Context: an optimization exercise on an open-source flow, tuned for small area, a short achievable clock period and few clock cycles. The choices shown serve that exercise and are no tape-out recipe.
In this exercise RTL edits were held to simulation tests only and were not proved equivalent to the original.

<file path="design/flow/config.mk">
export PLATFORM = sky130hd
export DESIGN_NAME = sgm_path_scheduler
export DESIGN_NICKNAME = sgm_path_scheduler
export VERILOG_FILES = /design/flow/design.v
export SDC_FILE = /design/flow/constraint.sdc
export NUM_CORES = 4
export LEC_CHECK = 0
export CAP_MARGIN = 20
export CORE_MARGIN = 2
export CORE_UTILIZATION = 40
export SLEW_MARGIN = 20
</file>
<file path="design/flow/constraint.sdc">
create_clock -name core_clock -period 45.0 [get_ports {clk}]
set_input_delay 9.0000 -clock core_clock [delete_from_list [all_inputs] [get_ports {clk}]]
set_output_delay 9.0000 -clock core_clock [all_outputs]
set_load 0.01 [all_outputs]
</file>
<file path="design/flow/design.v">
module sgm_lt #(parameter int W = 16) (
    input  logic [W-1:0] a,
    input  logic [W-1:0] b,
    output logic         lt
);
    logic [W:0] br;
    assign br[0] = 1'b0;
    for (genvar i = 0; i < W; i++) begin : g_b
        assign br[i+1] = (~a[i] & b[i]) | (~a[i] & br[i]) | (b[i] & br[i]);
    end
    assign lt = br[W];
endmodule
module sgm_add #(parameter int W = 16) (
    input  logic [W-1:0] a,
    input  logic [W-1:0] b,
    input  logic         ci,
    output logic [W-1:0] s
);
    logic [W:0] c;
    assign c[0] = ci;
    for (genvar i = 0; i < W; i++) begin : g_a
        assign s[i]   = a[i] ^ b[i] ^ c[i];
        assign c[i+1] = (a[i] & b[i]) | (a[i] & c[i]) | (b[i] & c[i]);
    end
endmodule
module sgm_path_scheduler #(
    parameter int MAX_DISP   = 16,
    parameter int P1_PENALTY = 8,
    parameter int P2_PENALTY = 128,
    parameter int IMG_WIDTH  = 640,
    parameter int IMG_HEIGHT = 480
) (
    input  logic                   clk,
    input  logic                   rst_n,
    input  logic                   start,
    output logic                   busy,
    output logic                   frame_done,
    input  logic                   in_valid,
    output logic                   in_ready,
    input  logic [MAX_DISP*16-1:0] in_cost_flat,
    output logic                   out_valid,
    input  logic                   out_ready,
    output logic [MAX_DISP*16-1:0] out_cost_flat,
    output logic [15:0]            out_min_cost,
    output logic                   out_last_in_row,
    output logic                   out_last_in_frame
);
    localparam int N     = MAX_DISP;
    localparam int COL_W = $clog2(IMG_WIDTH);
    localparam int ROW_W = $clog2(IMG_HEIGHT);
    logic               busy_q, flush_q, done_q, ov_q;
    logic [COL_W-1:0]   col_q;
    logic [ROW_W-1:0]   row_q;
    logic [N-1:0][15:0] l_q, l_d;
    logic run, accept, col0, lastc, lastr;
    assign run      = busy_q & ~flush_q;
    assign in_ready = run & (~ov_q | out_ready);
    assign accept   = in_valid & in_ready;
    assign col0     = (col_q == '0);
    assign lastc    = (col_q == COL_W'(IMG_WIDTH - 1));
    assign lastr    = (row_q == ROW_W'(IMG_HEIGHT - 1));
    logic [15:0] t1 [8];
    logic [15:0] t2 [4];
    logic [15:0] t3 [2];
    logic [15:0] mp;
    for (genvar i = 0; i < 8; i++) begin : g_t1
        logic s;
        sgm_lt #(16) u_lt (.a(l_q[2*i+1]), .b(l_q[2*i]), .lt(s));
        assign t1[i] = s ? l_q[2*i+1] : l_q[2*i];
    end
    for (genvar i = 0; i < 4; i++) begin : g_t2
        logic s;
        sgm_lt #(16) u_lt (.a(t1[2*i+1]), .b(t1[2*i]), .lt(s));
        assign t2[i] = s ? t1[2*i+1] : t1[2*i];
    end
    for (genvar i = 0; i < 2; i++) begin : g_t3
        logic s;
        sgm_lt #(16) u_lt (.a(t2[2*i+1]), .b(t2[2*i]), .lt(s));
        assign t3[i] = s ? t2[2*i+1] : t2[2*i];
    end
    logic s4;
    sgm_lt #(16) u_lt4 (.a(t3[1]), .b(t3[0]), .lt(s4));
    assign mp = s4 ? t3[1] : t3[0];
    logic [N-1:0] hi9;
    logic         wf;
    logic [15:0]  far16, negmp;
    logic [12:0]  h0, h1;
    for (genvar k = 0; k < N; k++) begin : g_hi9
        assign hi9[k] = &l_q[k][15:7];
    end
    assign wf = &hi9;
    for (genvar i = 7; i < 16; i++) begin : g_far
        if (i == 7) begin : g_f7
            assign far16[i] = ~mp[i];
        end else begin : g_fi
            assign far16[i] = mp[i] ^ (&mp[i-1:7]);
        end
    end
    assign far16[6:0] = mp[6:0];
    assign negmp[0] = mp[0];
    for (genvar i = 1; i < 16; i++) begin : g_neg
        assign negmp[i] = mp[i] ^ (|mp[i-1:0]);
    end
    assign h0 = negmp[15:3];
    for (genvar i = 0; i < 13; i++) begin : g_h1
        if (i == 0) begin : g_h10
            assign h1[i] = ~h0[i];
        end else begin : g_h1i
            assign h1[i] = h0[i] ^ (&h0[i-1:0]);
        end
    end
    logic [N-1:0]      w, z, gs, gn;
    logic [N-1:0][7:0] cs, cn, p8;
    for (genvar d = 0; d < N; d++) begin : g_c
        logic       ge, lt_far;
        logic [6:0] dif;
        sgm_lt #(16) u_ge (.a(l_q[d]), .b(far16), .lt(lt_far));
        assign ge = ~wf & ~lt_far;
        sgm_add #(7) u_dif (.a(l_q[d][6:0]), .b(~mp[6:0]), .ci(1'b1), .s(dif));
        assign w[d]  = &l_q[d][15:3];
        assign z[d]  = ~|l_q[d][15:3];
        assign gs[d] = ge | wf;
        assign gn[d] = ge | (wf & ~w[d]);
        assign cs[d] = {gs[d], dif & {7{~gs[d]}}};
        assign cn[d] = {gn[d], dif & {7{~gn[d]}}};
        assign p8[d][2:0] = cn[d][2:0];
        assign p8[d][3]   = ~cn[d][3];
        for (genvar i = 4; i < 8; i++) begin : g_p8
            assign p8[d][i] = cn[d][i] ^ (&cn[d][i-1:3]);
        end
    end
    for (genvar d = 0; d < N; d++) begin : g_lane
        logic [7:0]  nm;
        logic        wl, wh, same_wins, wide;
        logic [2:0]  vmin;
        logic [15:0] off;
        if (d == 0) begin : g_m0
            logic s;
            sgm_lt #(8) u_s (.a(p8[d+1]), .b(cs[d]), .lt(s));
            assign nm = s ? p8[d+1] : cs[d];
            assign wl = 1'b0;
            assign wh = ~wf & w[d+1];
            assign vmin = l_q[d+1][2:0];
        end else if (d == N-1) begin : g_mN
            logic s;
            sgm_lt #(8) u_s (.a(p8[d-1]), .b(cs[d]), .lt(s));
            assign nm = s ? p8[d-1] : cs[d];
            assign wl = ~wf & w[d-1];
            assign wh = 1'b0;
            assign vmin = l_q[d-1][2:0];
        end else begin : g_m
            logic s_lo, s_hi, s_hl, vs;
            logic [2:0] vl, vh;
            sgm_lt #(8) u_lo (.a(p8[d-1]), .b(cs[d]), .lt(s_lo));
            sgm_lt #(8) u_hi (.a(p8[d+1]), .b(cs[d]), .lt(s_hi));
            sgm_lt #(8) u_hl (.a(cn[d+1]), .b(cn[d-1]), .lt(s_hl));
            assign nm = (s_hi & s_hl)  ? p8[d+1] :
                        (s_lo & ~s_hl) ? p8[d-1] : cs[d];
            assign wl = ~wf & w[d-1];
            assign wh = ~wf & w[d+1];
            assign vl = l_q[d-1][2:0];
            assign vh = l_q[d+1][2:0];
            sgm_lt #(3) u_v (.a(vl), .b(vh), .lt(vs));
            assign vmin = (wl & (~wh | vs)) ? vl : vh;
        end
        if (1) begin : g_sw
            logic vlt;
            sgm_lt #(3) u_sv (.a(l_q[d][2:0]), .b(vmin), .lt(vlt));
            assign same_wins = z[d] & vlt;
        end
        assign wide = (wl | wh) & ~same_wins & ~col0;
        if (1) begin : g_off
            logic [3:0] lw;
            assign lw = {1'b0, negmp[2:0]} + {1'b0, vmin};
            assign off = wide ? {(lw[3] ? h1 : h0), lw[2:0]}
                              : {8'd0, nm & {8{~col0}}};
        end
        sgm_add #(16) u_add (.a(in_cost_flat[d*16 +: 16]), .b(off), .ci(1'b0), .s(l_d[d]));
    end
    always_ff @(posedge clk or negedge rst_n) begin
        if (!rst_n) begin
            busy_q  <= 1'b0;
            flush_q <= 1'b0;
            done_q  <= 1'b0;
            ov_q    <= 1'b0;
            col_q   <= '0;
            row_q   <= '0;
        end else begin
            done_q <= 1'b0;
            if (!busy_q && !done_q && start) busy_q <= 1'b1;
            if (flush_q && out_ready) begin
                busy_q  <= 1'b0;
                flush_q <= 1'b0;
                done_q  <= 1'b1;
            end
            if (accept) begin
                ov_q <= 1'b1;
                if (lastc) begin
                    col_q <= '0;
                    if (lastr) begin
                        row_q   <= '0;
                        flush_q <= 1'b1;
                    end else begin
                        row_q <= row_q + 1'b1;
                    end
                end else begin
                    col_q <= col_q + 1'b1;
                end
            end else if (out_ready) begin
                ov_q <= 1'b0;
            end
        end
    end
    always_ff @(posedge clk) begin
        if (accept) l_q <= l_d;
    end
    assign busy              = busy_q;
    assign frame_done        = done_q;
    assign out_valid         = ov_q;
    assign out_cost_flat     = l_q;
    assign out_min_cost      = mp;
    assign out_last_in_row   = col0;
    assign out_last_in_frame = flush_q;
endmodule
</file>
<file path="design/flow/run.sh">
#!/bin/bash
# synth_recipe.tcl (not shown) runs the flow's synth.tcl, then flattens the netlist and writes it again
# the make line also repeats each setting of config.mk as NAME=value (left out here)
make -C /OpenROAD-flow-scripts/flow DESIGN_CONFIG=/design/flow/config.mk WORK_HOME=/design/flow/orfs CLKGATE_MAP_FILE= SYNTH_SCRIPT=/design/flow/synth_recipe.tcl finish
</file>
==> out/results.ini <==
[layout]
drive_gt1_share_pct = 6.48
stdcell_count = 8568
post-route-util_pct = 47.4
finalNetCount = 7683
synthToLayoutAreaGrowth_pct = 17.9

[global_routing]
grt_max_degree = 102
antenna_found_initial = 29
grt_pass1_vias = 56000
grt_pass1_wl_um = 433000
grt.total_usage_pct = 47.0
grt_overflow = 0

[min_path]
holdPathEnd = row_q[8]
hold_start = row_q[8]
min_delay_path_depth = 1
holdCritPathClass = flip-flop to flip-flop

[die]
die-width_um = 359
start_util_pct = 40.2
rows = 130
ios = 539
die_y_um = 359
dieArea_sq_um = 129000
coreArea_sq_um = 125000

[setup_path]
critPathCaptureType = flip-flop
cp_common_cell = fa_1
path_max_fanout = 32
critPathBufInv = 7
critPathTopFamily = compound AO/OA/AOI/OAI gates
r2r-end = l_q[95]
required_ps = 45410
r2r-start = l_q[159]
slowest_stage = xnor2_1
crit_arrival_ps = 22670
r2r_cells = 66
critPathKind = flip-flop to flip-flop
reg2reg_slack_ps = 22740
cp-start-kind = flip-flop
cp_slowest_stage_delay_ps = 920

[placement]
dpl.cell_count = 8470
dp_hpwl_um = 245000
port_buffers = 538
routabilityCongestion = 1.07

[flow_run]
maxCapViolCount = 0

[yosys]
synth_area_sq_um = 50500
syn_inst = 6456
synth-seq-cells = 279
synth_edf_count = 256
synthTopCellsByArea = edfxtp_1 15%, fa_1 13%, ha_1 5.9%
synth_warnings = 7
synth_ff_type = edfxtp_1
syn_avg_cell_area_sq_um = 7.82
synth_fp_nets = 7275
ys_seq_area_share_pct = 16.4
synth_cell_types = 121
synth.most_common_cell = inv_1
synth.top_cell.area_share_pct = 15.2
synth_top_area_cell = edfxtp_1
synthArstFlopShare_pct = 8.24
synth_top_cells_by_count = 732 x inv_1, 617 x nand2_1, 593 x nor2_1, 391 x a21oi_1, 325 x o21ai_0

[route]
vias_per_cell = 6.91
drt_iter0_drc = 9281
drc = 0
wl_um = 317000
ant_nets = 0
wl_per_cell_um = 37.0
vias = 59200
dr.pass1.iters = 10

[clocking]
ctsLongestPathBuffers = 3
numCtsBuffers = 41
postCtsHoldBufs = 0
htreeDepth = 2
clk_pin_slew_ps = 60
cts_sinks = 279
cts_tree = done
clock_latency_ps = 670
cts-root-buf = clkbuf_16
cts_setup_buffers = 0
ctsResizeCount = 0

[run_status]
status = no timing/DRC/antenna violations

[sta]
maxSlewViolCount = 0
final-hold-violation-count = 0
grt_setup_unrepaired = no
fmax_mhz = 44.9
maxSlewHeadroom_pct = 11.8
clock_skew_ps = 42.5
setup_viol = 0
fin_setup_tns_ps = 0
worst_slew_pin_slew_ps = 1320
hold_slack_ps = 477
fin_crit_sh_pct = 49.5
period_minus_slack_ps = 22260

metrics by stage:
stage               setup WS (ps)  area [sq um]
global route                21960         59400
floorplan                   26600         50500
global placement            23570         57900
CTS                         23330         59400
detailed placement          23470         58000
finish                      22740         59500
worst max path at each step:
| stage | startpoint | endpoint | cells past startpoint |
|---|---|---|---|
| CTS | l_q[143] | l_q[255] | 67 |
| detailed placement | l_q[143] | l_q[255] | 67 |
| global route | l_q[143] | l_q[255] | 66 |
| finish | l_q[159] | l_q[95] | 66 |
| floorplan | out_ready | in_ready | 2 |
| global placement | l_q[143] | l_q[255] | 66 |
cell usage in the layout (no fill, tap or decap), types with 62 or more instances in the layout:
cell / n
a211oi_1: 114
a21o_1: 71
a21oi_1: 388
a221oi_1: 63
a22oi_1: 74
a31oi_1: 99
buf_4: 157
clkdlybuf4s50_1: 537
edfxtp_1: 256
fa_1: 320
ha_1: 231
inv_1: 727
maj3_1: 129
mux2i_1: 138
nand2_1: 616
nand2b_1: 72
nand3_1: 122
nand4_1: 65
nor2_1: 591
nor2b_1: 68
nor3_1: 144
nor4_1: 68
o211ai_1: 85
o21ai_0: 324
o221ai_1: 62
o22ai_1: 121
xnor2_1: 131
xor2_1: 99
layer usage:
metal  global-route usage [%]  vias up  share of wire, %  routed length (um)
met1                     56.8    28700                36              115000
met3                     14.6     1352                13               40200
met4                     36.7       16               9.4               29900
li1                         -    24300                 -                   -
met2                     69.5     4799                42              132000
met5                    0.407        -             0.053                 167
final cells by class:
type	count	area, sq um
repair buffers	696	6570
well taps	1650	2060
clock buffers	50	1120
fillers	12500	65900
multi-input cells	5100	38300
flip-flops and latches	279	8260
diodes	21	52.6
inverters	746	2810
clock inverters	26	308
worst register-to-register path, delay by kind of cell (launching register included):
kind,cells,cell delay [ps]
DFF,1,730
and+or+nand+nor,12,4100
muxes,3,1520
buffers and inverters,7,1990
AOI/OAI and AO/OA,21,6920
xor gates and xnor gates,4,1360
adders and majority gates,19,5380
registers in the layout, summed over array words and instances (netlist names):
name,cells
l_q,256
ov_q,1
row_q,9
col_q,10
done_q,1
flush_q,1
busy_q,1
kinds of logic after synthesis:
family	share of synthesized area, %
DFF	16.4
xor gates and xnor gates	4.22
buffers and inverters	8.44
AOI/OAI and AO/OA	27.3
muxes	4.07
adders and majority gates	21.3
and+or+nand+nor	18.3
Testbench counts, summed over its fixed seeds: cycles 1,228,808.

## static timing again, ports no longer ideal
In the flow no input, the clock included, has a driving cell. The finished layout below was timed again as built, in two steps.
Step 1 assumes that a clkbuf_16 drives the clock port and a buf_2 every other input.
Step 2 adds t to the input delays and takes it off the output delays; t is the mean of the earliest and latest rising clock arrival at the registers after step 1. Input paths then give back, and output paths get back, about the clock's delay inside the block.
a / b / c = no drivers / after step 1 / after step 2; a / b = the first two.
t, ns: 0.738
setup slack, ns: 22.740 / 22.740 / 22.740
worst data-port slew with drivers (ns): 0.14
After both steps this run still meets setup and hold. The setup slack of this run moves by 0.000 ns with the drivers and by 0.000 ns with both steps.
